What follows belongs to an exercise in optimizing a design on an open flow for small area and a short achievable clock period; a production flow would make more cautious choices.
The RTL was checked by simulation tests, not by an equivalence proof against the original design.
Power is estimated from default activity; no workload was simulated.

## design.v

```verilog
package core_pkg;
  localparam int chan_w   = 8;
  localparam int rgb_w    = 24;
  localparam int bridge_w = 32;
  localparam int rtc_w    = 65;
  localparam logic [bridge_w-1:0] addr_reset_pulse   = 32'h0000_0050;
  localparam logic [bridge_w-1:0] addr_deadzone      = 32'h0000_010C;
  localparam logic [bridge_w-1:0] addr_square_pixels = 32'h0000_0200;
  localparam logic [bridge_w-1:0] addr_color_corr    = 32'h0000_0208;
  localparam logic [chan_w-1:0] stick_center = 8'd128;
  localparam logic [chan_w-1:0] percent_full = 8'd100;
  localparam logic [9:0] gain_r = 10'd234;
  localparam logic [9:0] gain_g = 10'd258;
  localparam logic [9:0] gain_b = 10'd304;
  typedef struct packed {
    logic [chan_w-1:0] r;
    logic [chan_w-1:0] g;
    logic [chan_w-1:0] b;
  } pixel_view_t;
  typedef struct packed {
    logic [8:0]  pad_hi;
    logic        slot_interlace_odd;
    logic        slot_square;
    logic [12:0] pad_lo;
  } slot_view_t;
  typedef union packed {
    pixel_view_t pixel;
    slot_view_t  slot;
  } video_word_u;
endpackage
module core_settings_regs #(
  parameter int reset_pulse_cycles = 1048576
) (
  input  logic                          clk_74a,
  input  logic                          pll_core_locked,
  input  logic                          bridge_wr,
  input  logic [core_pkg::bridge_w-1:0] bridge_addr,
  input  logic [core_pkg::bridge_w-1:0] bridge_wr_data,
  output logic                          core_reset,
  output logic [core_pkg::chan_w-1:0]   deadzone,
  output logic [core_pkg::chan_w-1:0]   strength,
  output logic                          square_pixels
);
  localparam logic [19:0] pulse_start = 20'h00001;
  localparam logic [19:0] pulse_last  = 20'h80000;
  logic [19:0] pulse_lfsr;
  logic        pulse_active;
  always_ff @(posedge clk_74a or negedge pll_core_locked) begin
    if (!pll_core_locked) begin
      pulse_lfsr   <= '0;
      pulse_active <= 1'b0;
    end else if (bridge_wr && bridge_addr == core_pkg::addr_reset_pulse) begin
      pulse_lfsr   <= pulse_start;
      pulse_active <= 1'b1;
    end else begin
      if (pulse_lfsr == pulse_last) begin
        pulse_lfsr <= '0;
      end else begin
        pulse_lfsr <= {pulse_lfsr[18:0], pulse_lfsr[19] ^ pulse_lfsr[16]};
      end
      if (pulse_lfsr == '0) begin
        pulse_active <= 1'b0;
      end
    end
  end
  assign core_reset = !pll_core_locked || pulse_active;
  logic [2:0] strength_g;
  logic [7:0] strength_raw;
  logic [7:0] strength_next;
  always_comb begin
    case (bridge_wr_data[6:0])
      7'd0: strength_g = 3'd0;
      7'd1: strength_g = 3'd0;
      7'd2: strength_g = 3'd0;
      7'd3: strength_g = 3'd0;
      7'd4: strength_g = 3'd0;
      7'd5: strength_g = 3'd0;
      7'd6: strength_g = 3'd0;
      7'd7: strength_g = 3'd0;
      7'd8: strength_g = 3'd0;
      7'd9: strength_g = 3'd0;
      7'd10: strength_g = 3'd0;
      7'd11: strength_g = 3'd1;
      7'd12: strength_g = 3'd0;
      7'd13: strength_g = 3'd1;
      7'd14: strength_g = 3'd0;
      7'd15: strength_g = 3'd1;
      7'd16: strength_g = 3'd0;
      7'd17: strength_g = 3'd1;
      7'd18: strength_g = 3'd0;
      7'd19: strength_g = 3'd1;
      7'd20: strength_g = 3'd1;
      7'd21: strength_g = 3'd1;
      7'd22: strength_g = 3'd1;
      7'd23: strength_g = 3'd1;
      7'd24: strength_g = 3'd1;
      7'd25: strength_g = 3'd1;
      7'd26: strength_g = 3'd1;
      7'd27: strength_g = 3'd1;
      7'd28: strength_g = 3'd1;
      7'd29: strength_g = 3'd1;
      7'd30: strength_g = 3'd1;
      7'd31: strength_g = 3'd2;
      7'd32: strength_g = 3'd1;
      7'd33: strength_g = 3'd2;
      7'd34: strength_g = 3'd1;
      7'd35: strength_g = 3'd2;
      7'd36: strength_g = 3'd1;
      7'd37: strength_g = 3'd2;
      7'd38: strength_g = 3'd1;
      7'd39: strength_g = 3'd2;
      7'd40: strength_g = 3'd2;
      7'd41: strength_g = 3'd2;
      7'd42: strength_g = 3'd2;
      7'd43: strength_g = 3'd2;
      7'd44: strength_g = 3'd2;
      7'd45: strength_g = 3'd2;
      7'd46: strength_g = 3'd2;
      7'd47: strength_g = 3'd2;
      7'd48: strength_g = 3'd2;
      7'd49: strength_g = 3'd2;
      7'd50: strength_g = 3'd2;
      7'd51: strength_g = 3'd3;
      7'd52: strength_g = 3'd2;
      7'd53: strength_g = 3'd3;
      7'd54: strength_g = 3'd2;
      7'd55: strength_g = 3'd3;
      7'd56: strength_g = 3'd2;
      7'd57: strength_g = 3'd3;
      7'd58: strength_g = 3'd2;
      7'd59: strength_g = 3'd3;
      7'd60: strength_g = 3'd3;
      7'd61: strength_g = 3'd3;
      7'd62: strength_g = 3'd3;
      7'd63: strength_g = 3'd3;
      7'd64: strength_g = 3'd3;
      7'd65: strength_g = 3'd3;
      7'd66: strength_g = 3'd3;
      7'd67: strength_g = 3'd3;
      7'd68: strength_g = 3'd3;
      7'd69: strength_g = 3'd3;
      7'd70: strength_g = 3'd3;
      7'd71: strength_g = 3'd4;
      7'd72: strength_g = 3'd3;
      7'd73: strength_g = 3'd4;
      7'd74: strength_g = 3'd3;
      7'd75: strength_g = 3'd4;
      7'd76: strength_g = 3'd3;
      7'd77: strength_g = 3'd4;
      7'd78: strength_g = 3'd3;
      7'd79: strength_g = 3'd4;
      7'd80: strength_g = 3'd4;
      7'd81: strength_g = 3'd4;
      7'd82: strength_g = 3'd4;
      7'd83: strength_g = 3'd4;
      7'd84: strength_g = 3'd4;
      7'd85: strength_g = 3'd4;
      7'd86: strength_g = 3'd4;
      7'd87: strength_g = 3'd4;
      7'd88: strength_g = 3'd4;
      7'd89: strength_g = 3'd4;
      7'd90: strength_g = 3'd4;
      7'd91: strength_g = 3'd5;
      7'd92: strength_g = 3'd4;
      7'd93: strength_g = 3'd5;
      7'd94: strength_g = 3'd4;
      7'd95: strength_g = 3'd5;
      7'd96: strength_g = 3'd4;
      7'd97: strength_g = 3'd5;
      7'd98: strength_g = 3'd4;
      7'd99: strength_g = 3'd5;
      7'd100: strength_g = 3'd5;
      7'd101: strength_g = 3'd5;
      7'd102: strength_g = 3'd5;
      7'd103: strength_g = 3'd5;
      7'd104: strength_g = 3'd5;
      7'd105: strength_g = 3'd5;
      7'd106: strength_g = 3'd5;
      7'd107: strength_g = 3'd5;
      7'd108: strength_g = 3'd5;
      7'd109: strength_g = 3'd5;
      7'd110: strength_g = 3'd5;
      7'd111: strength_g = 3'd6;
      7'd112: strength_g = 3'd5;
      7'd113: strength_g = 3'd6;
      7'd114: strength_g = 3'd5;
      7'd115: strength_g = 3'd6;
      7'd116: strength_g = 3'd5;
      7'd117: strength_g = 3'd6;
      7'd118: strength_g = 3'd5;
      7'd119: strength_g = 3'd6;
      7'd120: strength_g = 3'd6;
      7'd121: strength_g = 3'd6;
      7'd122: strength_g = 3'd6;
      7'd123: strength_g = 3'd6;
      7'd124: strength_g = 3'd6;
      7'd125: strength_g = 3'd6;
      7'd126: strength_g = 3'd6;
      7'd127: strength_g = 3'd6;
    endcase
  end
  assign strength_raw  = {bridge_wr_data[6:0], 1'b0} + {2'b0, bridge_wr_data[6:1]} + {5'b0, strength_g};
  assign strength_next = strength_raw | {8{bridge_wr_data[7:0] >= 8'd100}};
  always_ff @(posedge clk_74a or negedge pll_core_locked) begin
    if (!pll_core_locked) begin
      deadzone      <= '0;
      strength      <= '0;
      square_pixels <= 1'b0;
    end else if (bridge_wr) begin
      case (bridge_addr)
        core_pkg::addr_deadzone: begin
          deadzone <= bridge_wr_data[core_pkg::chan_w-1:0];
        end
        core_pkg::addr_color_corr: begin
          strength <= strength_next;
        end
        core_pkg::addr_square_pixels: begin
          square_pixels <= bridge_wr_data[0];
        end
        default: begin
        end
      endcase
    end
  end
endmodule
module stick_deadzone (
  input  logic                        clk_74a,
  input  logic                        pll_core_locked,
  input  logic [core_pkg::chan_w-1:0] joy_x,
  input  logic [core_pkg::chan_w-1:0] joy_y,
  input  logic [core_pkg::chan_w-1:0] deadzone,
  output logic [core_pkg::chan_w-1:0] stick_x,
  output logic [core_pkg::chan_w-1:0] stick_y
);
  logic [6:0] ux;
  logic [6:0] uy;
  logic [7:0] sum_s;
  logic [7:0] sum_c;
  logic [8:0] total;
  logic       ny;
  logic       outside;
  assign ux = joy_x[6:0] ^ {7{~joy_x[7]}};
  assign uy = joy_y[6:0] ^ {7{~joy_y[7]}};
  assign sum_s = {~deadzone[7], ux ^ uy ^ ~deadzone[6:0]};
  assign sum_c = {(ux & uy) | (ux & ~deadzone[6:0]) | (uy & ~deadzone[6:0]), ~joy_x[7]};
  assign ny    = ~joy_y[7];
  assign total = 9'(sum_s) + 9'(sum_c) + 9'(ny);
  assign outside = total[8];
  always_ff @(posedge clk_74a or negedge pll_core_locked) begin
    if (!pll_core_locked) begin
      stick_x <= core_pkg::stick_center;
      stick_y <= core_pkg::stick_center;
    end else begin
      stick_x <= outside ? joy_x : core_pkg::stick_center;
      stick_y <= outside ? joy_y : core_pkg::stick_center;
    end
  end
endmodule
module color_correct (
  input  logic                        clk_74a,
  input  logic                        pll_core_locked,
  input  logic [core_pkg::rgb_w-1:0]  rgb_in,
  input  logic                        de_in,
  input  logic                        vs_in,
  input  logic [core_pkg::chan_w-1:0] snap_index,
  input  logic [core_pkg::chan_w-1:0] strength,
  input  logic                        square_pixels,
  output core_pkg::video_word_u       video_rgb,
  output logic                        video_de
);
  logic                  prev_vs;
  logic                  snap_even;
  logic [7:0]            out_g;
  core_pkg::video_word_u pix_word;
  core_pkg::video_word_u slot_word;
  cc_rb i_rb (
    .cr (rgb_in[23:16]),
    .cb (rgb_in[7:0]),
    .s  (strength),
    .or_(pix_word.pixel.r),
    .ob (pix_word.pixel.b)
  );
  assign out_g            = rgb_in[15:8] - 8'((rgb_in[15] ? strength : 8'd0) < rgb_in[15:8]);
  assign pix_word.pixel.g = out_g;
  always_comb begin
    slot_word.slot.pad_hi             = '0;
    slot_word.slot.slot_interlace_odd = snap_even;
    slot_word.slot.slot_square        = square_pixels;
    slot_word.slot.pad_lo             = '0;
  end
  always_ff @(posedge clk_74a or negedge pll_core_locked) begin
    if (!pll_core_locked) begin
      prev_vs   <= 1'b0;
      snap_even <= 1'b1;
      video_de  <= 1'b0;
      video_rgb <= '0;
    end else begin
      prev_vs  <= vs_in;
      video_de <= de_in;
      if (vs_in && !prev_vs) begin
        snap_even <= ~snap_index[0];
      end
      if (de_in) begin
        video_rgb <= pix_word;
      end else if (video_de) begin
        video_rgb <= slot_word;
      end
    end
  end
endmodule
module cc_rb (
  input  logic [7:0] cr,
  input  logic [7:0] cb,
  input  logic [7:0] s,
  output logic [7:0] or_,
  output logic [7:0] ob
);
  logic [1:0] r_f;
  always_comb begin
    case (cr[6:0])
      7'd0: r_f = 2'd0;
      7'd1: r_f = 2'd1;
      7'd2: r_f = 2'd1;
      7'd3: r_f = 2'd1;
      7'd4: r_f = 2'd1;
      7'd5: r_f = 2'd1;
      7'd6: r_f = 2'd1;
      7'd7: r_f = 2'd1;
      7'd8: r_f = 2'd1;
      7'd9: r_f = 2'd1;
      7'd10: r_f = 2'd1;
      7'd11: r_f = 2'd1;
      7'd12: r_f = 2'd2;
      7'd13: r_f = 2'd2;
      7'd14: r_f = 2'd2;
      7'd15: r_f = 2'd2;
      7'd16: r_f = 2'd1;
      7'd17: r_f = 2'd1;
      7'd18: r_f = 2'd1;
      7'd19: r_f = 2'd1;
      7'd20: r_f = 2'd1;
      7'd21: r_f = 2'd1;
      7'd22: r_f = 2'd1;
      7'd23: r_f = 2'd1;
      7'd24: r_f = 2'd2;
      7'd25: r_f = 2'd2;
      7'd26: r_f = 2'd2;
      7'd27: r_f = 2'd2;
      7'd28: r_f = 2'd2;
      7'd29: r_f = 2'd2;
      7'd30: r_f = 2'd2;
      7'd31: r_f = 2'd2;
      7'd32: r_f = 2'd1;
      7'd33: r_f = 2'd1;
      7'd34: r_f = 2'd1;
      7'd35: r_f = 2'd2;
      7'd36: r_f = 2'd2;
      7'd37: r_f = 2'd2;
      7'd38: r_f = 2'd2;
      7'd39: r_f = 2'd2;
      7'd40: r_f = 2'd2;
      7'd41: r_f = 2'd2;
      7'd42: r_f = 2'd2;
      7'd43: r_f = 2'd2;
      7'd44: r_f = 2'd2;
      7'd45: r_f = 2'd2;
      7'd46: r_f = 2'd2;
      7'd47: r_f = 2'd3;
      7'd48: r_f = 2'd2;
      7'd49: r_f = 2'd2;
      7'd50: r_f = 2'd2;
      7'd51: r_f = 2'd2;
      7'd52: r_f = 2'd2;
      7'd53: r_f = 2'd2;
      7'd54: r_f = 2'd2;
      7'd55: r_f = 2'd2;
      7'd56: r_f = 2'd2;
      7'd57: r_f = 2'd2;
      7'd58: r_f = 2'd2;
      7'd59: r_f = 2'd3;
      7'd60: r_f = 2'd3;
      7'd61: r_f = 2'd3;
      7'd62: r_f = 2'd3;
      7'd63: r_f = 2'd3;
      7'd64: r_f = 2'd1;
      7'd65: r_f = 2'd1;
      7'd66: r_f = 2'd1;
      7'd67: r_f = 2'd1;
      7'd68: r_f = 2'd1;
      7'd69: r_f = 2'd1;
      7'd70: r_f = 2'd2;
      7'd71: r_f = 2'd2;
      7'd72: r_f = 2'd2;
      7'd73: r_f = 2'd2;
      7'd74: r_f = 2'd2;
      7'd75: r_f = 2'd2;
      7'd76: r_f = 2'd2;
      7'd77: r_f = 2'd2;
      7'd78: r_f = 2'd2;
      7'd79: r_f = 2'd2;
      7'd80: r_f = 2'd1;
      7'd81: r_f = 2'd1;
      7'd82: r_f = 2'd2;
      7'd83: r_f = 2'd2;
      7'd84: r_f = 2'd2;
      7'd85: r_f = 2'd2;
      7'd86: r_f = 2'd2;
      7'd87: r_f = 2'd2;
      7'd88: r_f = 2'd2;
      7'd89: r_f = 2'd2;
      7'd90: r_f = 2'd2;
      7'd91: r_f = 2'd2;
      7'd92: r_f = 2'd2;
      7'd93: r_f = 2'd2;
      7'd94: r_f = 2'd3;
      7'd95: r_f = 2'd3;
      7'd96: r_f = 2'd2;
      7'd97: r_f = 2'd2;
      7'd98: r_f = 2'd2;
      7'd99: r_f = 2'd2;
      7'd100: r_f = 2'd2;
      7'd101: r_f = 2'd2;
      7'd102: r_f = 2'd2;
      7'd103: r_f = 2'd2;
      7'd104: r_f = 2'd2;
      7'd105: r_f = 2'd3;
      7'd106: r_f = 2'd3;
      7'd107: r_f = 2'd3;
      7'd108: r_f = 2'd3;
      7'd109: r_f = 2'd3;
      7'd110: r_f = 2'd3;
      7'd111: r_f = 2'd3;
      7'd112: r_f = 2'd2;
      7'd113: r_f = 2'd2;
      7'd114: r_f = 2'd2;
      7'd115: r_f = 2'd2;
      7'd116: r_f = 2'd2;
      7'd117: r_f = 2'd3;
      7'd118: r_f = 2'd3;
      7'd119: r_f = 2'd3;
      7'd120: r_f = 2'd3;
      7'd121: r_f = 2'd3;
      7'd122: r_f = 2'd3;
      7'd123: r_f = 2'd3;
      7'd124: r_f = 2'd3;
      7'd125: r_f = 2'd3;
      7'd126: r_f = 2'd3;
      7'd127: r_f = 2'd3;
      default: r_f = 2'd0;
    endcase
  end
  logic [1:0] b_h;
  always_comb begin
    case (cb[3:0])
      4'd0: b_h = 2'd0;
      4'd1: b_h = 2'd0;
      4'd2: b_h = 2'd0;
      4'd3: b_h = 2'd0;
      4'd4: b_h = 2'd0;
      4'd5: b_h = 2'd0;
      4'd6: b_h = 2'd1;
      4'd7: b_h = 2'd1;
      4'd8: b_h = 2'd1;
      4'd9: b_h = 2'd1;
      4'd10: b_h = 2'd1;
      4'd11: b_h = 2'd2;
      4'd12: b_h = 2'd2;
      4'd13: b_h = 2'd2;
      4'd14: b_h = 2'd2;
      4'd15: b_h = 2'd2;
      default: b_h = 2'd0;
    endcase
  end
  wire m_0 = s[0] ^ 1'b0;
  wire m_1 = s[0] & 1'b0;
  wire m_2 = s[1] ^ s[0] ^ m_1;
  wire m_3 = (s[1] & s[0]) | (s[1] & m_1) | (s[0] & m_1);
  wire m_4 = s[2] ^ s[1] ^ m_3;
  wire m_5 = (s[2] & s[1]) | (s[2] & m_3) | (s[1] & m_3);
  wire m_6 = s[3] ^ s[2] ^ m_5;
  wire m_7 = (s[3] & s[2]) | (s[3] & m_5) | (s[2] & m_5);
  wire m_8 = s[4] ^ s[3] ^ m_7;
  wire m_9 = (s[4] & s[3]) | (s[4] & m_7) | (s[3] & m_7);
  wire m_10 = s[5] ^ s[4] ^ m_9;
  wire m_11 = (s[5] & s[4]) | (s[5] & m_9) | (s[4] & m_9);
  wire m_12 = s[6] ^ s[5] ^ m_11;
  wire m_13 = (s[6] & s[5]) | (s[6] & m_11) | (s[5] & m_11);
  wire m_14 = s[7] ^ s[6] ^ m_13;
  wire m_15 = (s[7] & s[6]) | (s[7] & m_13) | (s[6] & m_13);
  wire m_16 = s[7] ^ m_15;
  wire m_17 = s[7] & m_15;
  wire m_18 = m_0 ^ 1'b0;
  wire m_19 = m_0 & 1'b0;
  wire m_20 = m_2 ^ 1'b0 ^ m_19;
  wire m_21 = (m_2 & 1'b0) | (m_2 & m_19) | (1'b0 & m_19);
  wire m_22 = m_4 ^ 1'b0 ^ m_21;
  wire m_23 = (m_4 & 1'b0) | (m_4 & m_21) | (1'b0 & m_21);
  wire m_24 = m_6 ^ s[0] ^ m_23;
  wire m_25 = (m_6 & s[0]) | (m_6 & m_23) | (s[0] & m_23);
  wire m_26 = m_8 ^ s[1] ^ m_25;
  wire m_27 = (m_8 & s[1]) | (m_8 & m_25) | (s[1] & m_25);
  wire m_28 = m_10 ^ s[2] ^ m_27;
  wire m_29 = (m_10 & s[2]) | (m_10 & m_27) | (s[2] & m_27);
  wire m_30 = m_12 ^ s[3] ^ m_29;
  wire m_31 = (m_12 & s[3]) | (m_12 & m_29) | (s[3] & m_29);
  wire m_32 = m_14 ^ s[4] ^ m_31;
  wire m_33 = (m_14 & s[4]) | (m_14 & m_31) | (s[4] & m_31);
  wire m_34 = m_16 ^ s[5] ^ m_33;
  wire m_35 = (m_16 & s[5]) | (m_16 & m_33) | (s[5] & m_33);
  wire m_36 = m_17 ^ s[6] ^ m_35;
  wire m_37 = (m_17 & s[6]) | (m_17 & m_35) | (s[6] & m_35);
  wire m_38 = s[7] ^ m_37;
  wire m_39 = s[7] & m_37;
  wire m_40 = s[0] ^ 1'b0;
  wire m_41 = s[0] & 1'b0;
  wire m_42 = s[1] ^ 1'b0 ^ m_41;
  wire m_43 = (s[1] & 1'b0) | (s[1] & m_41) | (1'b0 & m_41);
  wire m_44 = s[2] ^ s[0] ^ m_43;
  wire m_45 = (s[2] & s[0]) | (s[2] & m_43) | (s[0] & m_43);
  wire m_46 = s[3] ^ s[1] ^ m_45;
  wire m_47 = (s[3] & s[1]) | (s[3] & m_45) | (s[1] & m_45);
  wire m_48 = s[4] ^ s[2] ^ m_47;
  wire m_49 = (s[4] & s[2]) | (s[4] & m_47) | (s[2] & m_47);
  wire m_50 = s[5] ^ s[3] ^ m_49;
  wire m_51 = (s[5] & s[3]) | (s[5] & m_49) | (s[3] & m_49);
  wire m_52 = s[6] ^ s[4] ^ m_51;
  wire m_53 = (s[6] & s[4]) | (s[6] & m_51) | (s[4] & m_51);
  wire m_54 = s[7] ^ s[5] ^ m_53;
  wire m_55 = (s[7] & s[5]) | (s[7] & m_53) | (s[5] & m_53);
  wire m_56 = s[6] ^ m_55;
  wire m_57 = s[6] & m_55;
  wire m_58 = s[7] ^ m_57;
  wire m_59 = s[7] & m_57;
  wire r_0 = ~cr[1] ^ ~(m_20 & cr[7]);
  wire r_1 = ~cr[1] & ~(m_20 & cr[7]);
  wire r_2 = ~cr[2] ^ ~(m_22 & cr[7]) ^ ~(m_44 & cr[6]);
  wire r_3 = (~cr[2] & ~(m_22 & cr[7])) | (~cr[2] & ~(m_44 & cr[6])) | (~(m_22 & cr[7]) & ~(m_44 & cr[6]));
  wire r_4 = ~cr[3] ^ ~(m_24 & cr[7]) ^ ~(m_46 & cr[6]);
  wire r_5 = (~cr[3] & ~(m_24 & cr[7])) | (~cr[3] & ~(m_46 & cr[6])) | (~(m_24 & cr[7]) & ~(m_46 & cr[6]));
  wire r_6 = ~(s[2] & cr[5]) ^ ~(s[3] & cr[4]);
  wire r_7 = ~(s[2] & cr[5]) & ~(s[3] & cr[4]);
  wire r_8 = ~cr[4] ^ ~(m_26 & cr[7]) ^ ~(m_48 & cr[6]);
  wire r_9 = (~cr[4] & ~(m_26 & cr[7])) | (~cr[4] & ~(m_48 & cr[6])) | (~(m_26 & cr[7]) & ~(m_48 & cr[6]));
  wire r_10 = ~(s[3] & cr[5]) ^ ~(s[4] & cr[4]);
  wire r_11 = ~(s[3] & cr[5]) & ~(s[4] & cr[4]);
  wire r_12 = ~cr[5] ^ ~(m_28 & cr[7]) ^ ~(m_50 & cr[6]);
  wire r_13 = (~cr[5] & ~(m_28 & cr[7])) | (~cr[5] & ~(m_50 & cr[6])) | (~(m_28 & cr[7]) & ~(m_50 & cr[6]));
  wire r_14 = ~(s[4] & cr[5]) ^ ~(s[5] & cr[4]);
  wire r_15 = ~(s[4] & cr[5]) & ~(s[5] & cr[4]);
  wire r_16 = ~cr[6] ^ ~(m_30 & cr[7]) ^ ~(m_52 & cr[6]);
  wire r_17 = (~cr[6] & ~(m_30 & cr[7])) | (~cr[6] & ~(m_52 & cr[6])) | (~(m_30 & cr[7]) & ~(m_52 & cr[6]));
  wire r_18 = ~(s[5] & cr[5]) ^ ~(s[6] & cr[4]);
  wire r_19 = ~(s[5] & cr[5]) & ~(s[6] & cr[4]);
  wire r_20 = ~cr[7] ^ ~(m_32 & cr[7]) ^ ~(m_54 & cr[6]);
  wire r_21 = (~cr[7] & ~(m_32 & cr[7])) | (~cr[7] & ~(m_54 & cr[6])) | (~(m_32 & cr[7]) & ~(m_54 & cr[6]));
  wire r_22 = ~(s[6] & cr[5]) ^ ~(s[7] & cr[4]);
  wire r_23 = ~(s[6] & cr[5]) & ~(s[7] & cr[4]);
  wire r_24 = cr[0] ^ ~(m_34 & cr[7]) ^ ~(m_56 & cr[6]);
  wire r_25 = (cr[0] & ~(m_34 & cr[7])) | (cr[0] & ~(m_56 & cr[6])) | (~(m_34 & cr[7]) & ~(m_56 & cr[6]));
  wire r_26 = ~cr[0] ^ ~(m_18 & cr[7]) ^ ~(m_40 & cr[6]);
  wire r_27 = (~cr[0] & ~(m_18 & cr[7])) | (~cr[0] & ~(m_40 & cr[6])) | (~(m_18 & cr[7]) & ~(m_40 & cr[6]));
  wire r_28 = r_0 ^ ~(m_42 & cr[6]) ^ ~(s[0] & cr[5]);
  wire r_29 = (r_0 & ~(m_42 & cr[6])) | (r_0 & ~(s[0] & cr[5])) | (~(m_42 & cr[6]) & ~(s[0] & cr[5]));
  wire r_30 = ~(s[1] & cr[4]) ^ ~(s[1] & r_f[0]);
  wire r_31 = ~(s[1] & cr[4]) & ~(s[1] & r_f[0]);
  wire r_32 = r_1 ^ r_2 ^ ~(s[1] & cr[5]);
  wire r_33 = (r_1 & r_2) | (r_1 & ~(s[1] & cr[5])) | (r_2 & ~(s[1] & cr[5]));
  wire r_34 = ~(s[2] & cr[4]) ^ ~(s[2] & r_f[0]) ^ ~(s[1] & r_f[1]);
  wire r_35 = (~(s[2] & cr[4]) & ~(s[2] & r_f[0])) | (~(s[2] & cr[4]) & ~(s[1] & r_f[1])) | (~(s[2] & r_f[0]) & ~(s[1] & r_f[1]));
  wire r_36 = r_3 ^ r_4 ^ r_6;
  wire r_37 = (r_3 & r_4) | (r_3 & r_6) | (r_4 & r_6);
  wire r_38 = ~(s[3] & r_f[0]) ^ ~(s[2] & r_f[1]) ^ 1'b1;
  wire r_39 = (~(s[3] & r_f[0]) & ~(s[2] & r_f[1])) | (~(s[3] & r_f[0]) & 1'b1) | (~(s[2] & r_f[1]) & 1'b1);
  wire r_40 = r_5 ^ r_7 ^ r_8;
  wire r_41 = (r_5 & r_7) | (r_5 & r_8) | (r_7 & r_8);
  wire r_42 = r_10 ^ ~(s[4] & r_f[0]) ^ ~(s[3] & r_f[1]);
  wire r_43 = (r_10 & ~(s[4] & r_f[0])) | (r_10 & ~(s[3] & r_f[1])) | (~(s[4] & r_f[0]) & ~(s[3] & r_f[1]));
  wire r_44 = r_9 ^ r_11 ^ r_12;
  wire r_45 = (r_9 & r_11) | (r_9 & r_12) | (r_11 & r_12);
  wire r_46 = r_14 ^ ~(s[5] & r_f[0]) ^ ~(s[4] & r_f[1]);
  wire r_47 = (r_14 & ~(s[5] & r_f[0])) | (r_14 & ~(s[4] & r_f[1])) | (~(s[5] & r_f[0]) & ~(s[4] & r_f[1]));
  wire r_48 = r_13 ^ r_15 ^ r_16;
  wire r_49 = (r_13 & r_15) | (r_13 & r_16) | (r_15 & r_16);
  wire r_50 = r_18 ^ ~(s[6] & r_f[0]) ^ ~(s[5] & r_f[1]);
  wire r_51 = (r_18 & ~(s[6] & r_f[0])) | (r_18 & ~(s[5] & r_f[1])) | (~(s[6] & r_f[0]) & ~(s[5] & r_f[1]));
  wire r_52 = r_17 ^ r_19 ^ r_20;
  wire r_53 = (r_17 & r_19) | (r_17 & r_20) | (r_19 & r_20);
  wire r_54 = r_22 ^ ~(s[7] & r_f[0]) ^ ~(s[6] & r_f[1]);
  wire r_55 = (r_22 & ~(s[7] & r_f[0])) | (r_22 & ~(s[6] & r_f[1])) | (~(s[7] & r_f[0]) & ~(s[6] & r_f[1]));
  wire r_56 = r_21 ^ r_23 ^ r_24;
  wire r_57 = (r_21 & r_23) | (r_21 & r_24) | (r_23 & r_24);
  wire r_58 = ~(s[7] & cr[5]) ^ ~(s[7] & r_f[1]) ^ 1'b1;
  wire r_59 = (~(s[7] & cr[5]) & ~(s[7] & r_f[1])) | (~(s[7] & cr[5]) & 1'b1) | (~(s[7] & r_f[1]) & 1'b1);
  wire r_60 = r_25 ^ cr[1] ^ ~(m_36 & cr[7]);
  wire r_61 = (r_25 & cr[1]) | (r_25 & ~(m_36 & cr[7])) | (cr[1] & ~(m_36 & cr[7]));
  wire r_62 = r_26 ^ ~(s[0] & cr[4]);
  wire r_63 = r_26 & ~(s[0] & cr[4]);
  wire r_64 = r_27 ^ r_28 ^ r_30;
  wire r_65 = (r_27 & r_28) | (r_27 & r_30) | (r_28 & r_30);
  wire r_66 = r_29 ^ r_31 ^ r_32;
  wire r_67 = (r_29 & r_31) | (r_29 & r_32) | (r_31 & r_32);
  wire r_68 = r_33 ^ r_35 ^ r_36;
  wire r_69 = (r_33 & r_35) | (r_33 & r_36) | (r_35 & r_36);
  wire r_70 = r_37 ^ r_39 ^ r_40;
  wire r_71 = (r_37 & r_39) | (r_37 & r_40) | (r_39 & r_40);
  wire r_72 = r_41 ^ r_43 ^ r_44;
  wire r_73 = (r_41 & r_43) | (r_41 & r_44) | (r_43 & r_44);
  wire r_74 = r_45 ^ r_47 ^ r_48;
  wire r_75 = (r_45 & r_47) | (r_45 & r_48) | (r_47 & r_48);
  wire r_76 = r_49 ^ r_51 ^ r_52;
  wire r_77 = (r_49 & r_51) | (r_49 & r_52) | (r_51 & r_52);
  wire r_78 = r_53 ^ r_55 ^ r_56;
  wire r_79 = (r_53 & r_55) | (r_53 & r_56) | (r_55 & r_56);
  wire r_80 = r_57 ^ r_59 ^ r_60;
  wire r_81 = (r_57 & r_59) | (r_57 & r_60) | (r_59 & r_60);
  wire r_82 = r_61 ^ cr[2] ^ ~(m_38 & cr[7]);
  wire r_83 = (r_61 & cr[2]) | (r_61 & ~(m_38 & cr[7])) | (cr[2] & ~(m_38 & cr[7]));
  wire r_84 = r_62 ^ ~(s[0] & r_f[0]);
  wire r_85 = r_62 & ~(s[0] & r_f[0]);
  wire r_86 = r_63 ^ r_64 ^ ~(s[0] & r_f[1]);
  wire r_87 = (r_63 & r_64) | (r_63 & ~(s[0] & r_f[1])) | (r_64 & ~(s[0] & r_f[1]));
  wire r_88 = r_65 ^ r_66 ^ r_34;
  wire r_89 = (r_65 & r_66) | (r_65 & r_34) | (r_66 & r_34);
  wire r_90 = r_67 ^ r_68 ^ r_38;
  wire r_91 = (r_67 & r_68) | (r_67 & r_38) | (r_68 & r_38);
  wire r_92 = r_69 ^ r_70 ^ r_42;
  wire r_93 = (r_69 & r_70) | (r_69 & r_42) | (r_70 & r_42);
  wire r_94 = r_71 ^ r_72 ^ r_46;
  wire r_95 = (r_71 & r_72) | (r_71 & r_46) | (r_72 & r_46);
  wire r_96 = r_73 ^ r_74 ^ r_50;
  wire r_97 = (r_73 & r_74) | (r_73 & r_50) | (r_74 & r_50);
  wire r_98 = r_75 ^ r_76 ^ r_54;
  wire r_99 = (r_75 & r_76) | (r_75 & r_54) | (r_76 & r_54);
  wire r_100 = r_77 ^ r_78 ^ r_58;
  wire r_101 = (r_77 & r_78) | (r_77 & r_58) | (r_78 & r_58);
  wire r_102 = r_79 ^ r_80 ^ ~(m_58 & cr[6]);
  wire r_103 = (r_79 & r_80) | (r_79 & ~(m_58 & cr[6])) | (r_80 & ~(m_58 & cr[6]));
  wire r_104 = r_81 ^ r_82 ^ ~(m_59 & cr[6]);
  wire r_105 = (r_81 & r_82) | (r_81 & ~(m_59 & cr[6])) | (r_82 & ~(m_59 & cr[6]));
  wire r_106 = r_83 ^ cr[3] ^ ~(m_39 & cr[7]);
  wire r_107 = (r_83 & cr[3]) | (r_83 & ~(m_39 & cr[7])) | (cr[3] & ~(m_39 & cr[7]));
  wire [15:0] r_sum = {cr[7], cr[6], cr[5], r_107, r_105, r_103, r_101, r_99, r_97, r_95, r_93, r_91, r_89, r_87, r_85, r_84} + {1'b1, 1'b1, 1'b1, cr[4], r_106, r_104, r_102, r_100, r_98, r_96, r_94, r_92, r_90, r_88, r_86, 1'b1};
  assign or_ = r_sum[15:8];
  wire b_0 = ~cb[3] ^ (m_6 & cb[4]);
  wire b_1 = ~cb[3] & (m_6 & cb[4]);
  wire b_2 = ~cb[4] ^ (m_8 & cb[4]) ^ (m_6 & cb[5]);
  wire b_3 = (~cb[4] & (m_8 & cb[4])) | (~cb[4] & (m_6 & cb[5])) | ((m_8 & cb[4]) & (m_6 & cb[5]));
  wire b_4 = ~cb[5] ^ (m_10 & cb[4]) ^ (m_8 & cb[5]);
  wire b_5 = (~cb[5] & (m_10 & cb[4])) | (~cb[5] & (m_8 & cb[5])) | ((m_10 & cb[4]) & (m_8 & cb[5]));
  wire b_6 = ~cb[6] ^ (m_12 & cb[4]) ^ (m_10 & cb[5]);
  wire b_7 = (~cb[6] & (m_12 & cb[4])) | (~cb[6] & (m_10 & cb[5])) | ((m_12 & cb[4]) & (m_10 & cb[5]));
  wire b_8 = ~cb[7] ^ (m_14 & cb[4]) ^ (m_12 & cb[5]);
  wire b_9 = (~cb[7] & (m_14 & cb[4])) | (~cb[7] & (m_12 & cb[5])) | ((m_14 & cb[4]) & (m_12 & cb[5]));
  wire b_10 = cb[0] ^ (m_16 & cb[4]) ^ (m_14 & cb[5]);
  wire b_11 = (cb[0] & (m_16 & cb[4])) | (cb[0] & (m_14 & cb[5])) | ((m_16 & cb[4]) & (m_14 & cb[5]));
  wire b_12 = cb[1] ^ (m_17 & cb[4]);
  wire b_13 = cb[1] & (m_17 & cb[4]);
  wire b_14 = ~cb[1] ^ (m_2 & cb[4]);
  wire b_15 = ~cb[1] & (m_2 & cb[4]);
  wire b_16 = ~cb[2] ^ (m_4 & cb[4]) ^ (m_2 & cb[5]);
  wire b_17 = (~cb[2] & (m_4 & cb[4])) | (~cb[2] & (m_2 & cb[5])) | ((m_4 & cb[4]) & (m_2 & cb[5]));
  wire b_18 = (m_0 & cb[6]) ^ (s[2] & b_h[0]);
  wire b_19 = (m_0 & cb[6]) & (s[2] & b_h[0]);
  wire b_20 = b_0 ^ (m_4 & cb[5]) ^ (m_2 & cb[6]);
  wire b_21 = (b_0 & (m_4 & cb[5])) | (b_0 & (m_2 & cb[6])) | ((m_4 & cb[5]) & (m_2 & cb[6]));
  wire b_22 = (m_0 & cb[7]) ^ (s[3] & b_h[0]) ^ (s[2] & b_h[1]);
  wire b_23 = ((m_0 & cb[7]) & (s[3] & b_h[0])) | ((m_0 & cb[7]) & (s[2] & b_h[1])) | ((s[3] & b_h[0]) & (s[2] & b_h[1]));
  wire b_24 = b_1 ^ b_2 ^ (m_4 & cb[6]);
  wire b_25 = (b_1 & b_2) | (b_1 & (m_4 & cb[6])) | (b_2 & (m_4 & cb[6]));
  wire b_26 = (m_2 & cb[7]) ^ (s[4] & b_h[0]) ^ (s[3] & b_h[1]);
  wire b_27 = ((m_2 & cb[7]) & (s[4] & b_h[0])) | ((m_2 & cb[7]) & (s[3] & b_h[1])) | ((s[4] & b_h[0]) & (s[3] & b_h[1]));
  wire b_28 = b_3 ^ b_4 ^ (m_6 & cb[6]);
  wire b_29 = (b_3 & b_4) | (b_3 & (m_6 & cb[6])) | (b_4 & (m_6 & cb[6]));
  wire b_30 = (m_4 & cb[7]) ^ (s[5] & b_h[0]) ^ (s[4] & b_h[1]);
  wire b_31 = ((m_4 & cb[7]) & (s[5] & b_h[0])) | ((m_4 & cb[7]) & (s[4] & b_h[1])) | ((s[5] & b_h[0]) & (s[4] & b_h[1]));
  wire b_32 = b_5 ^ b_6 ^ (m_8 & cb[6]);
  wire b_33 = (b_5 & b_6) | (b_5 & (m_8 & cb[6])) | (b_6 & (m_8 & cb[6]));
  wire b_34 = (m_6 & cb[7]) ^ (s[6] & b_h[0]) ^ (s[5] & b_h[1]);
  wire b_35 = ((m_6 & cb[7]) & (s[6] & b_h[0])) | ((m_6 & cb[7]) & (s[5] & b_h[1])) | ((s[6] & b_h[0]) & (s[5] & b_h[1]));
  wire b_36 = b_7 ^ b_8 ^ (m_10 & cb[6]);
  wire b_37 = (b_7 & b_8) | (b_7 & (m_10 & cb[6])) | (b_8 & (m_10 & cb[6]));
  wire b_38 = (m_8 & cb[7]) ^ (s[7] & b_h[0]) ^ (s[6] & b_h[1]);
  wire b_39 = ((m_8 & cb[7]) & (s[7] & b_h[0])) | ((m_8 & cb[7]) & (s[6] & b_h[1])) | ((s[7] & b_h[0]) & (s[6] & b_h[1]));
  wire b_40 = b_9 ^ b_10 ^ (m_12 & cb[6]);
  wire b_41 = (b_9 & b_10) | (b_9 & (m_12 & cb[6])) | (b_10 & (m_12 & cb[6]));
  wire b_42 = (m_10 & cb[7]) ^ (s[7] & b_h[1]) ^ 1'b1;
  wire b_43 = ((m_10 & cb[7]) & (s[7] & b_h[1])) | ((m_10 & cb[7]) & 1'b1) | ((s[7] & b_h[1]) & 1'b1);
  wire b_44 = b_11 ^ b_12 ^ (m_16 & cb[5]);
  wire b_45 = (b_11 & b_12) | (b_11 & (m_16 & cb[5])) | (b_12 & (m_16 & cb[5]));
  wire b_46 = (m_14 & cb[6]) ^ (m_12 & cb[7]) ^ 1'b1;
  wire b_47 = ((m_14 & cb[6]) & (m_12 & cb[7])) | ((m_14 & cb[6]) & 1'b1) | ((m_12 & cb[7]) & 1'b1);
  wire b_48 = b_13 ^ cb[2] ^ (m_17 & cb[5]);
  wire b_49 = (b_13 & cb[2]) | (b_13 & (m_17 & cb[5])) | (cb[2] & (m_17 & cb[5]));
  wire b_50 = (m_16 & cb[6]) ^ (m_14 & cb[7]) ^ 1'b1;
  wire b_51 = ((m_16 & cb[6]) & (m_14 & cb[7])) | ((m_16 & cb[6]) & 1'b1) | ((m_14 & cb[7]) & 1'b1);
  wire b_52 = cb[3] ^ (m_17 & cb[6]) ^ (m_16 & cb[7]);
  wire b_53 = (cb[3] & (m_17 & cb[6])) | (cb[3] & (m_16 & cb[7])) | ((m_17 & cb[6]) & (m_16 & cb[7]));
  wire b_54 = ~cb[0] ^ (m_0 & cb[4]);
  wire b_55 = ~cb[0] & (m_0 & cb[4]);
  wire b_56 = b_14 ^ (m_0 & cb[5]) ^ (s[1] & b_h[0]);
  wire b_57 = (b_14 & (m_0 & cb[5])) | (b_14 & (s[1] & b_h[0])) | ((m_0 & cb[5]) & (s[1] & b_h[0]));
  wire b_58 = b_15 ^ b_16 ^ b_18;
  wire b_59 = (b_15 & b_16) | (b_15 & b_18) | (b_16 & b_18);
  wire b_60 = b_17 ^ b_19 ^ b_20;
  wire b_61 = (b_17 & b_19) | (b_17 & b_20) | (b_19 & b_20);
  wire b_62 = b_21 ^ b_23 ^ b_24;
  wire b_63 = (b_21 & b_23) | (b_21 & b_24) | (b_23 & b_24);
  wire b_64 = b_25 ^ b_27 ^ b_28;
  wire b_65 = (b_25 & b_27) | (b_25 & b_28) | (b_27 & b_28);
  wire b_66 = b_29 ^ b_31 ^ b_32;
  wire b_67 = (b_29 & b_31) | (b_29 & b_32) | (b_31 & b_32);
  wire b_68 = b_33 ^ b_35 ^ b_36;
  wire b_69 = (b_33 & b_35) | (b_33 & b_36) | (b_35 & b_36);
  wire b_70 = b_37 ^ b_39 ^ b_40;
  wire b_71 = (b_37 & b_39) | (b_37 & b_40) | (b_39 & b_40);
  wire b_72 = b_41 ^ b_43 ^ b_44;
  wire b_73 = (b_41 & b_43) | (b_41 & b_44) | (b_43 & b_44);
  wire b_74 = b_45 ^ b_47 ^ b_48;
  wire b_75 = (b_45 & b_47) | (b_45 & b_48) | (b_47 & b_48);
  wire b_76 = b_49 ^ b_51 ^ b_52;
  wire b_77 = (b_49 & b_51) | (b_49 & b_52) | (b_51 & b_52);
  wire b_78 = b_53 ^ cb[4] ^ (m_17 & cb[7]);
  wire b_79 = (b_53 & cb[4]) | (b_53 & (m_17 & cb[7])) | (cb[4] & (m_17 & cb[7]));
  wire b_80 = b_54 ^ (s[0] & b_h[0]);
  wire b_81 = b_54 & (s[0] & b_h[0]);
  wire b_82 = b_55 ^ b_56 ^ (s[0] & b_h[1]);
  wire b_83 = (b_55 & b_56) | (b_55 & (s[0] & b_h[1])) | (b_56 & (s[0] & b_h[1]));
  wire b_84 = b_57 ^ b_58 ^ (s[1] & b_h[1]);
  wire b_85 = (b_57 & b_58) | (b_57 & (s[1] & b_h[1])) | (b_58 & (s[1] & b_h[1]));
  wire b_86 = b_59 ^ b_60 ^ b_22;
  wire b_87 = (b_59 & b_60) | (b_59 & b_22) | (b_60 & b_22);
  wire b_88 = b_61 ^ b_62 ^ b_26;
  wire b_89 = (b_61 & b_62) | (b_61 & b_26) | (b_62 & b_26);
  wire b_90 = b_63 ^ b_64 ^ b_30;
  wire b_91 = (b_63 & b_64) | (b_63 & b_30) | (b_64 & b_30);
  wire b_92 = b_65 ^ b_66 ^ b_34;
  wire b_93 = (b_65 & b_66) | (b_65 & b_34) | (b_66 & b_34);
  wire b_94 = b_67 ^ b_68 ^ b_38;
  wire b_95 = (b_67 & b_68) | (b_67 & b_38) | (b_68 & b_38);
  wire b_96 = b_69 ^ b_70 ^ b_42;
  wire b_97 = (b_69 & b_70) | (b_69 & b_42) | (b_70 & b_42);
  wire b_98 = b_71 ^ b_72 ^ b_46;
  wire b_99 = (b_71 & b_72) | (b_71 & b_46) | (b_72 & b_46);
  wire b_100 = b_73 ^ b_74 ^ b_50;
  wire b_101 = (b_73 & b_74) | (b_73 & b_50) | (b_74 & b_50);
  wire b_102 = b_75 ^ b_76 ^ 1'b1;
  wire b_103 = (b_75 & b_76) | (b_75 & 1'b1) | (b_76 & 1'b1);
  wire b_104 = b_77 ^ b_78 ^ 1'b1;
  wire b_105 = (b_77 & b_78) | (b_77 & 1'b1) | (b_78 & 1'b1);
  wire b_106 = b_79 ^ cb[5] ^ 1'b1;
  wire b_107 = (b_79 & cb[5]) | (b_79 & 1'b1) | (cb[5] & 1'b1);
  wire b_108 = cb[6] ^ 1'b1;
  wire b_109 = cb[6] & 1'b1;
  wire b_110 = cb[7] ^ 1'b1;
  wire b_111 = cb[7] & 1'b1;
  wire [16:0] b_sum = {b_111, b_109, b_107, b_105, b_103, b_101, b_99, b_97, b_95, b_93, b_91, b_89, b_87, b_85, b_83, b_81, b_80} + {1'b1, b_110, b_108, b_106, b_104, b_102, b_100, b_98, b_96, b_94, b_92, b_90, b_88, b_86, b_84, b_82, 1'b1};
  assign ob = b_sum[16] ? 8'd255 : b_sum[15:8];
endmodule
module rtc_packer (
  input  logic                          clk_74a,
  input  logic                          pll_core_locked,
  input  logic [core_pkg::bridge_w-1:0] rtc_date,
  input  logic [core_pkg::bridge_w-1:0] rtc_time,
  output logic [core_pkg::rtc_w-1:0]    rtc_word
);
  logic [core_pkg::bridge_w-1:0] prev_time;
  logic                          rtc_changed;
  always_ff @(posedge clk_74a or negedge pll_core_locked) begin
    if (!pll_core_locked) begin
      prev_time   <= '0;
      rtc_changed <= 1'b0;
    end else begin
      prev_time   <= rtc_time;
      rtc_changed <= rtc_changed ^ (rtc_time != prev_time);
    end
  end
  assign rtc_word = {
    rtc_changed,
    8'h00,
    8'h01,
    rtc_date[23:16],
    rtc_date[15:8],
    rtc_date[7:0],
    rtc_time[23:16],
    rtc_time[15:8],
    rtc_time[7:0]
  };
endmodule
module core_top #(
  parameter int reset_pulse_cycles = 1048576
) (
  input  logic                          clk_74a,
  input  logic                          pll_core_locked,
  input  logic [core_pkg::bridge_w-1:0] bridge_addr,
  input  logic                          bridge_wr,
  input  logic [core_pkg::bridge_w-1:0] bridge_wr_data,
  input  logic [31:0]                   cont1_joy,
  input  logic [core_pkg::bridge_w-1:0] rtc_date,
  input  logic [core_pkg::bridge_w-1:0] rtc_time,
  input  logic [core_pkg::rgb_w-1:0]    rgb_in,
  input  logic                          de_in,
  input  logic                          vs_in,
  input  logic [core_pkg::chan_w-1:0]   snap_index,
  output logic                          core_reset,
  output logic [core_pkg::chan_w-1:0]   stick_x,
  output logic [core_pkg::chan_w-1:0]   stick_y,
  output logic [23:0]                   video_rgb,
  output logic                          video_de,
  output logic [core_pkg::rtc_w-1:0]    rtc_word
);
  logic [core_pkg::chan_w-1:0] deadzone;
  logic [core_pkg::chan_w-1:0] strength;
  logic                        square_pixels;
  core_settings_regs #(
    .reset_pulse_cycles(reset_pulse_cycles)
  ) i_settings (
    .clk_74a        (clk_74a),
    .pll_core_locked(pll_core_locked),
    .bridge_wr      (bridge_wr),
    .bridge_addr    (bridge_addr),
    .bridge_wr_data (bridge_wr_data),
    .core_reset     (core_reset),
    .deadzone       (deadzone),
    .strength       (strength),
    .square_pixels  (square_pixels)
  );
  stick_deadzone i_stick (
    .clk_74a        (clk_74a),
    .pll_core_locked(pll_core_locked),
    .joy_x          (cont1_joy[7:0]),
    .joy_y          (cont1_joy[15:8]),
    .deadzone       (deadzone),
    .stick_x        (stick_x),
    .stick_y        (stick_y)
  );
  color_correct i_color (
    .clk_74a        (clk_74a),
    .pll_core_locked(pll_core_locked),
    .rgb_in         (rgb_in),
    .de_in          (de_in),
    .vs_in          (vs_in),
    .snap_index     (snap_index),
    .strength       (strength),
    .square_pixels  (square_pixels),
    .video_rgb      (video_rgb),
    .video_de       (video_de)
  );
  rtc_packer i_rtc (
    .clk_74a        (clk_74a),
    .pll_core_locked(pll_core_locked),
    .rtc_date       (rtc_date),
    .rtc_time       (rtc_time),
    .rtc_word       (rtc_word)
  );
endmodule
```

## flow/run.sh

```bash
#!/bin/bash
# The standard layout (standard.sh), with these changes to how it is made:
# - the ports get the smallest buffer (buf_1) instead of the delay buffer
#   buffer_ports picks by itself;
# - after global placement, the gate that makes core_reset gets its own
#   buffer on pll_core_locked (clone_reset_buf.tcl), apart from the reset tree;
# - timing repair aims for 10 ns of setup slack, well beyond the 18 ns
#   constraint, so that it shortens the critical paths;
# - clock tree synthesis uses clkbuf_8 and no dummy loads.
# The constraints (constraint.sdc) and everything else are the standard flow's.
set -eo pipefail
export BUFFER_PORTS_ARGS="-buffer_cell sky130_fd_sc_hd__buf_1"
export SETUP_SLACK_MARGIN=10.3
export CTS_ARGS="-sink_clustering_enable -repair_clock_nets -buf_list sky130_fd_sc_hd__clkbuf_8 -dont_use_dummy_load"
RES=$PWD/orfs/results/sky130hd/core_top/base
bash standard.sh $RES/3_3_place_gp.odb 2>&1 | tee standard_1.log
CLONE_ODB=$RES/3_3_place_gp.odb openroad -no_init -exit flow/clone_reset_buf.tcl 2>&1 | tee clone.log
bash standard.sh 2>&1 | tee standard_2.log
```

## flow/clone_reset_buf.tcl

```tcl
# Give the core_reset gate its own input buffer on pll_core_locked, so that
# the combinational pll_core_locked -> core_reset path does not wait on the
# buffer that also drives the registers' reset tree.
set odb_file $::env(CLONE_ODB)
read_db $odb_file
set block [ord::get_db_block]
set db [ord::get_db]
set pnet [$block findNet pll_core_locked]
set inbuf ""
foreach it [$pnet getITerms] {
  if {[$it isInputSignal]} { set inbuf [$it getInst] }
}
if {$inbuf eq ""} { puts "clone: no input buffer found"; exit 0 }
set bnet [[$inbuf findITerm X] getNet]
# core_reset port -> output buffer -> gate
set onet [$block findNet core_reset]
set obuf ""
foreach it [$onet getITerms] { if {[$it isOutputSignal]} { set obuf [$it getInst] } }
set gnet [[$obuf findITerm A] getNet]
proc driver_inst {net} {
  foreach it [$net getITerms] { if {[$it isOutputSignal]} { return [$it getInst] } }
  return ""
}
# search the fan-in cone of core_reset (a few gates deep) for the input pin
# fed by the pll_core_locked input buffer, directly or through buffers
proc on_inbuf {net bnet} {
  for {set k 0} {$k < 4} {incr k} {
    if {[$net getName] eq [$bnet getName]} { return 1 }
    set d [driver_inst $net]
    if {$d eq "" || ![string match "*buf*" [[$d getMaster] getName]]} { return 0 }
    set net [[$d findITerm A] getNet]
  }
  return 0
}
set gpin ""
set frontier [list $gnet]
for {set lvl 0} {$lvl < 4 && $gpin eq ""} {incr lvl} {
  set next {}
  foreach net $frontier {
    set g [driver_inst $net]
    if {$g eq ""} { continue }
    foreach it [$g getITerms] {
      if {![$it isInputSignal] || [$it getNet] eq "NULL"} { continue }
      if {[on_inbuf [$it getNet] $bnet]} { set gpin $it; set gate $g; break }
      lappend next [$it getNet]
    }
    if {$gpin ne ""} { break }
  }
  set frontier $next
}
if {$gpin eq ""} { puts "clone: core_reset gate not on the input buffer net"; exit 0 }
puts "clone: input buffer [$inbuf getName], output buffer [$obuf getName], gate [$gate getName] pin [[$gpin getMTerm] getName]"
set m [$db findMaster sky130_fd_sc_hd__buf_1]
set ni [odb::dbInst_create $block $m "core_reset_pll_buf"]
set nn [odb::dbNet_create $block "core_reset_pll_net"]
[$ni findITerm A] connect $pnet
[$ni findITerm X] connect $nn
$gpin disconnect
$gpin connect $nn
foreach t [$ni getITerms] { set n [$t getMTerm]; if {[$n getSigType] eq "POWER"} { $t connect [$block findNet VDD] } ; if {[$n getSigType] eq "GROUND"} { $t connect [$block findNet VSS] } }
set loc [$gate getLocation]
$ni setLocation [lindex $loc 0] [lindex $loc 1]
$ni setPlacementStatus PLACED
write_db $odb_file
```

## standard.sh

```bash
#!/bin/bash
# synth_recipe.tcl (not shown) runs the flow's synth.tcl, then flattens the netlist and writes it again
# the make line also repeats each setting of config.mk as NAME=value (left out here)
make -C /OpenROAD-flow-scripts/flow DESIGN_CONFIG=/design/flow/config.mk WORK_HOME=/design/flow/orfs CLKGATE_MAP_FILE= SYNTH_SCRIPT=/design/flow/synth_recipe.tcl "${@:-finish}"
```

## config.mk

```make
export PLATFORM = sky130hd
export DESIGN_NAME = core_top
export DESIGN_NICKNAME = core_top
export VERILOG_FILES = /design/flow/design.v
export SDC_FILE = /design/flow/constraint.sdc
export NUM_CORES = 4
export LEC_CHECK = 0
export CAP_MARGIN = 20
export CORE_MARGIN = 2
export CORE_UTILIZATION = 40
export SLEW_MARGIN = 20
```

## constraint.sdc

```tcl
create_clock -name core_clock -period 18.0 [get_ports {clk_74a}]
set_input_delay 3.6000 -clock core_clock [delete_from_list [all_inputs] [get_ports {clk_74a}]]
set_output_delay 3.6000 -clock core_clock [all_outputs]
set_load 0.01 [all_outputs]
```

==> impl_results.md <==
* Switching power of the nets at 0.200 mW
* Final instance area at 11600 um2
* Clock transition at the registers of the reported paths at 0.07 ns
* Worst Setup End Kind: primary output
* CP cell instances: buf_1, buf_1
* Vias per cell at 4.98
* P&R area growth vs syn at 9.07%
* Synthesized area at 10600 um2
* Critical path buffers and inverters at 2
* Compound-Gate Fraction of Synth Area at 10.0%
* Largest family of logic cells by synthesized area: adder cells
* Final number of setup-violating endpoints at 0
* Worst vdd ir at 0.0352 mV
* Status: complete, no violations
* Drt pass-1 iters at 7
* Area share of the largest cell type after synthesis at 26.2%
* R2R cell count at 23
* Antenna cells at 0
* Crit share post-route at 42.0%
* Sequential-to-total area share from yosys stat at 26.9%
* Critical path's top delay family: buffers and inverters
* Seq cells post-synth at 114
* Total core area at 26100 um2
* Hold buffers post-CTS at 0
* Hold WC Path Type: flip-flop to flip-flop
* Nets at 1637
* Yosys cell types at 69
* Sw Ratio at 32.4%
* Final hold violations at 0
* All-Layer GR Usage at 18.1%
* CTS sink count at 114
* CTS Buf Count at 17
* Post-detailed-route wirelength per cell at 15.6 um
* Mean area per synthesized cell at 9.55 um2
* CP Depth at 2
* Slowest stage cell, crit path: buf_1
* Pwr dens at 53.4 nW/um2
* GR Overflow Total at 0
* Mux share of post-synthesis cell area at 0.826%
* Most common cell in the netlist: inv_1
* Iter 0 DRT Violations at 441
* Setup_tns at 0 ns
* Combinational cell fraction of total power at 26.4%
* Maxcap violations at 0
* DP Area at 11200 um2
* Antenna-violating nets left at 0
* Detailed Place HPWL at 19700 um
* Worst slew pin tran at 1.09 ns
* Relative slew slack at 27.2%
* Post-synthesis adder-cell area fraction at 30.6%
* Initial Utilization at 40.7%
* Row cnt at 59
* Final hold slack at 0.466 ns
* Worst EP arrival at 3.96 ns
* Internal power at 0.417 mW
* Seq pwr share at 45.5%
* Worst-path maximum fanout at 3
* Largest net degree at the start of global routing at 63
* Setup Skew at 0.0326 ns
* Longest Clk Path Bufs at 2
* Fraction of layout cells with a size suffix above 1 at 6.68%
* RSZ-0062 raised after global routing: no
* Root buffer cell: clkbuf_8
* Xor and xnor fraction of the mapped netlist area at 6.03%
* Vias at 7858
* Synthesized netlist cell count at 1110
* Primary FF master, synth: dfrtp_1
* Kind of start point of the critical path: primary input
* Most Frequent Cell on Critical Path: buf_1
* Clock latency (worst-skew pair) at 0.43 ns
* Residual DRC count at 0
* Die area at 27800 um2
* Htree depth at 4
* Yosys Warn Count at 5
* CTS tree: done
* Max incr delay on CP at 0.18 ns
* Synth cell count leaders: inv_1, nand2_1, dfrtp_1
* Pleak at 5.23 nW
* Max-slew violation count at 0
* First-pass GRT wire length at 40900 um
* Setup CP Type: primary input to primary output
* Min Clock Period, post-route at 7.56 ns
* Die Wd at 167 um
* Synth Area in Simple Gates at 15.0%
* Clock power frac at 28.1%
* I/O pin count at 304
* Initial antenna violation count at 0
* Vias in the first global route at 8035
* Hold path depth at 1
* Async set-reset flop share out of synthesis at 100%
* Required time of the critical path at 14.40 ns
* Achievable frequency at 132 MHz
* Cell accounting for the most synthesized area: dfrtp_1
* Drt total wl at 24600 um
* Global placement routability congestion at 0.809
* Die Height at 167 um
* Total power at 0.617 mW
* Largest cells by area after synthesis: dfrtp_1, fa_1, ha_1
* EDFF count, synth at 0
* IO buf count at 184
-- area by class of cell --
type                            count  area (um2)
Timing Repair Buffer              198         820
Tap cell                          335         419
Fill cell                        2578       14500
Multi-Input combinational cell    783        6740
Inverter                          130         488
Clock buffer                       17         234
Buffer                              1        3.75
Sequential cell                   114        2860
-- power by group through the flow --
stage	Sequential, mW	Clock (mW)	Combinational [mW]
after floorplan	0.290	0	0.110
after global placement	0.285	0	0.159
after detailed placement	0.285	0	0.162
after CTS	0.281	0.180	0.164
after global routing	0.282	0.193	0.187
final	0.281	0.173	0.163
-- registers in the layout, indices dropped and copies added (netlist names) --
register                  cells
i_settings.square_pixels      1
i_rtc.rtc_changed             1
i_color.video_de              1
i_color.snap_even             1
i_stick.stick_y               8
i_settings.pulse_active       1
i_color.prev_vs               1
i_settings.strength           8
i_stick.stick_x               8
i_settings.pulse_lfsr        20
i_color.video_rgb            24
i_rtc.prev_time              32
i_settings.deadzone           8
-- stage by stage --
stage               util [%]  worst slack (ns)  std cells
floorplan                  -             10.34       1124
global placement        42.9              9.32       1549
detailed placement      42.9              9.22       1550
CTS                     43.9             10.31       1567
global route            44.4             10.30       1578
finish                  44.4             10.44       1578
-- routing by layer --
layer  share of wire, %  up-vias  global-route usage, %
li1                   -     3831                      -
met1                 46     3818                   24.8
met2                 49      194                   30.3
met3                4.6       15                   3.78
met4               0.63        0                   2.66
met5                  0        -                      0
-- cells in the final DEF (no fill, tap or decap), drive strengths merged, types with 4 or more instances in the layout --
cell    netlist  final
o21ai        45     45
o22ai         4      4
and3          4      4
nand4        16     16
nor4         20     20
a211oi        5      5
xnor2        37     37
a21o          6      6
o22a          7      7
mux2          6      6
nand2b        9      9
nor2b        32     32
fa          106    106
a21oi        59     59
dfrtp       111    111
xor2         36     36
a31oi         4      4
nand2       120    120
o211ai        7      7
buf          71    189
ha           89     89
conb          2     16
clkbuf       26     27
nand3         8      8
inv         128    128
nor2         49     49
and2         31     31
o21a          6      6
nor3         19     19
-- cell families after synthesis --
kind of cell | count (synthesis)
simple gates | 320
buf+inv | 227
fa+ha+maj | 196
compound gates | 170
flops | 114
xor+xnor | 73
mux | 8
other cells | 2
-- final timing paths --
check                           slack [ns]                endpoint                    from
max in group asynchronous            13.41  i_settings.strength[0]         pll_core_locked
min in group asynchronous             3.30     i_rtc.prev_time[27]         pll_core_locked
worst min-delay path                  0.47       i_rtc.rtc_changed       i_rtc.rtc_changed
worst max register to register       10.62   i_color.video_rgb[23]  i_settings.strength[1]
worst max-delay path                 10.44            rtc_word[13]            rtc_time[13]
worst min register to register        0.47       i_rtc.rtc_changed       i_rtc.rtc_changed
-- repair_timing --
action | in CTS | in global routing
setup endpoints to repair | 14 | 15
gates cloned | 0 | 0
buffers inserted | 0 | 11
resized for setup | 15 | 24
pin swaps | 0 | 2

## afterwards: timing with drivers on the ports
In the flow no input, the clock included, has a driving cell. The finished layout below was timed again as built, in two steps. Step 1: set_driving_cell puts a clkbuf_16 on clk_74a and a buf_2 on each other input, an assumption about the parent block. Step 2 moves the port delays by t, midway between the first and last clock arrival at a register: inputs arrive t later, outputs are due t later. That takes back most of the time a late clock gives input paths. a / b / c = ideal ports / drivers / drivers and shift; a / b = the first two.
t (ns): 0.448
setup slack, ns: 10.445 / 10.419 / 10.056
pins driven straight from the clock port: 1
After both steps this run still meets setup and hold. For this run, drivers alone change the setup slack by -0.026 ns; drivers and shift together by -0.389 ns.
